This is an optimization exercise on Yosys and OpenROAD, whose aim is small area, a short achievable clock period and few clock cycles per item, not a production implementation.
The RTL was checked by simulation tests, not by an equivalence proof against the original design.

Setup of main:
## dxt1_dxt5_block_decoder_core
module dxt1_dxt5_block_decoder_core #(
    parameter int MAX_DIMENSION = 4096
) (
    input  logic         i_clk,
    input  logic         i_rst_n,
    input  logic         i_cfg_valid,
    output logic         o_cfg_ready,
    input  logic [1:0]   i_cfg_index,
    input  logic [12:0]  i_cfg_data,
    input  logic         s_axis_tvalid,
    output logic         s_axis_tready,
    input  logic [127:0] s_axis_tdata,    
    output logic         m_axis_tvalid,
    input  logic         m_axis_tready,
    output logic [55:0]  m_axis_tdata,    
    output logic         m_axis_tlast,
    output logic [0:0]   m_axis_tuser     
);
Size: ~2900 cells after synthesis, ~23000 um2 of cells after synthesis.
export LEC_CHECK = 0
export ABC_AREA = 1
export CAP_MARGIN = 20
export CORE_MARGIN = 2
export CORE_UTILIZATION = 40
export CTS_CLUSTER_DIAMETER = 80
export CTS_CLUSTER_SIZE = 20
export SLEW_MARGIN = 20
export SETUP_SLACK_MARGIN = 5.8
export BUFFER_PORTS_ARGS = -buffer_cell sky130_fd_sc_hd__buf_1
create_clock -name core_clock -period 9.0 [get_ports {i_clk}]
standard.sh (not shown) runs the stock make flow with config.mk's settings and CLKGATE_MAP_FILE= SYNTH_SCRIPT=/design/flow/synth_recipe.tcl, a recipe that flattens the netlist after the stock synthesis.
==> flow/flow/run.sh <==
#!/bin/bash
set -o pipefail
cat >> config.mk <<'CFG'
export SETUP_SLACK_MARGIN = 5.8
export BUFFER_PORTS_ARGS = -buffer_cell sky130_fd_sc_hd__buf_1
CFG
bash standard.sh > standard_run.log 2>&1
Testbench counts of main, summed over its fixed seeds: cycles 17,440, items 16,384.
diff inputs: main => the feature branch
--- a/flow/design.v
+++ b/flow/design.v
@@ -50,29 +50,22 @@
         if (v[12]) begin
             blkdim1 = 10'd1023;
         end else if (v[11:2] == 10'd0) begin
             blkdim1 = 10'd0;
         end else begin
             blkdim1 = v[11:2] - 10'd1;
         end
     endfunction
     function automatic logic [1:0] sxy(input logic [1:0] c);
         sxy = {c[0] ^ c[1], c[0]};
     endfunction
-    function automatic logic [4:0] booth(input logic [2:0] j);
-        booth[4] = j[2] & j[1];
-        booth[3] = j[2] ^ j[1];
-        booth[2] = j[1] & !j[0];
-        booth[1] = j[0];
-        booth[0] = j[1];
-    endfunction
     function automatic logic [23:0] expand565(input logic [15:0] v);
         expand565 = {v[4:0], v[4:2], v[10:5], v[10:9], v[15:11], v[15:13]};
     endfunction
     function automatic logic [7:0] div3(input logic [9:0] n);
         logic [1:0] r;
         logic [3:0] t;
         logic [9:0] q;
         r = 2'd0;
         for (int i = 4; i >= 0; i--) begin
             t = st3({r, n[2*i +: 2]});
             q[2*i +: 2] = t[3:2];
@@ -218,23 +211,23 @@
     logic         r_bfmt;
     logic [9:0]   r_bbw;           
     logic         r_lc, r_lr;
     logic [7:0]   r_bad;           
     logic         r_bseven;        
     logic [3:0]   r_k;             
     logic [1:0]   r_nci;           
     logic [2:0]   r_nai;           
     logic         r_cv;
     logic [29:0]  r_cn;            
     logic         r_cfour;
-    logic [4:0]   r_cb;            
+    logic [2:0]   r_cj;            
     logic [1:0]   r_cam;           
     logic         r_pseven;
     logic [7:0]   r_pa0;           
     logic [5:0]   r_pq;
     logic [5:0]   r_pf;            
     logic         r_ov;
     logic [31:0]  r_rgba;
     logic [21:0]  r_idx;
     logic [3:0]   r_ok;            
     logic         r_blast;         
     logic         r_olast, r_ouser;
@@ -420,49 +413,57 @@
                 3'd3:    w_f = 6'd39;
                 3'd4:    w_f = 6'd52;
                 default: w_f = 6'd0;
             endcase
         end
     end
     assign w_qr = divmod57(r_bad, r_bseven);
     always_ff @(posedge i_clk) begin
         if (w_sel) begin
             r_cn    <= w_n;
             r_cfour <= w_four;
-            r_cb    <= booth(w_j);
+            r_cj    <= w_j;
             r_cam   <= w_am;
             if (r_k == 4'd0) begin
                 r_pseven <= r_bseven;
                 r_pa0    <= r_bseven ? ~r_lo[7:0] : r_lo[7:0];
                 r_pq     <= w_qr[8:3];
                 r_pf     <= w_f;
             end
         end
     end
     logic [23:0] w_rgb;
     logic [7:0]  w_z, w_alpha;
     logic [11:0] w_qq;
     logic [13:0] w_a, w_p0, w_p2, w_s1;
     logic [14:0] w_y1, w_z15;
     always_comb begin
         for (int ch = 0; ch < 3; ch++) begin
             w_rgb[ch*8 +: 8] = r_cfour ? div3(r_cn[ch*10 +: 10]) : r_cn[ch*10+1 +: 8];
         end
         w_qq = {r_pq, r_pf};
         w_a  = {r_pa0, {6{r_pseven}}};
-        w_p2 = (r_cb[4] ? 14'({w_qq, 3'b000}) : 14'd0) | (r_cb[3] ? 14'({w_qq, 2'b00}) : 14'd0);
-        w_p0 = ((r_cb[2] ? 14'({w_qq, 1'b0}) : 14'd0) | (r_cb[1] ? 14'(w_qq) : 14'd0))
-             ^ {14{r_cb[0]}};
+        case (r_cj[2:1])
+            2'b00:   w_p2 = 14'd0;
+            2'b11:   w_p2 = 14'({w_qq, 3'b000});
+            default: w_p2 = 14'({w_qq, 2'b00});
+        endcase
+        case (r_cj[1:0])
+            2'b00:   w_p0 = 14'd0;
+            2'b01:   w_p0 = 14'(w_qq);
+            2'b10:   w_p0 = ~(14'({w_qq, 1'b0}));
+            default: w_p0 = ~(14'(w_qq));
+        endcase
         w_s1  = w_a ^ w_p0 ^ w_p2;
         w_y1  = {(w_a & w_p0) | (w_a & w_p2) | (w_p0 & w_p2), 1'b0};
-        w_z15 = {w_s1, 1'b1} + {w_y1[13:0], r_cb[0]};
+        w_z15 = {w_s1, 1'b1} + {w_y1[13:0], r_cj[1]};
         w_z   = w_z15[14:7];
         case (r_cam)
             AM_ZERO: w_alpha = 8'd0;
             AM_FULL: w_alpha = 8'd255;
             default: w_alpha = r_pseven ? ~w_z : w_z;
         endcase
     end
     assign w_idx23 = {r_idx, 1'b1} + {12'd0, r_bbw, 1'b1};
     always_ff @(posedge i_clk) begin
         if (w_go) begin
             r_rgba  <= {w_alpha, w_rgb};
==> comparison <==
- The feature branch ended up with a higher post-route clock period utilization than main did.
- The feature branch vs main — fraction of met2 tracks used by global routing dropped 1.1 points.
- The feature branch ends up with higher number of cells on the worst reg-to-reg path than main does.
- Diff main..the feature branch | wire length | negligible
- Between main and the feature branch, the total routing resource utilization after global routing does not differ in any meaningful way.
- main and the feature branch ended up with nearly the same horizontal die dimension.
Testbench counts of the feature branch, summed over its fixed seeds: cycles 17,440, items 16,384.

-- afterwards: timing with drivers on the ports --
Ports are ideal in the flow. The routed layouts listed here were re-timed in OpenROAD.
Step 1, drivers: a clkbuf_16 drives i_clk and a buf_2 each remaining input, both assumed.
Step 2 also shifts input and output timing later by t, the mid clock arrival at the registers, as if the neighbouring blocks saw the same clock.
Slacks: ideal / step 1 / step 2; pairs: ideal / step 1.
run | t, ns | slack for setup (ns) | worst slew at a driven data input, ns | pins driven straight from the clock port
main | 0.656 | 5.819 / 5.799 / 5.155 | 0.11 | 1
the feature branch | 0.613 | 5.680 / 5.680 / 5.116 | 0.10 | 1
After both steps setup and hold are still met in every run listed. For main, which loses most, drivers alone change the setup slack by -0.020 ns; drivers and shift together by -0.664 ns.
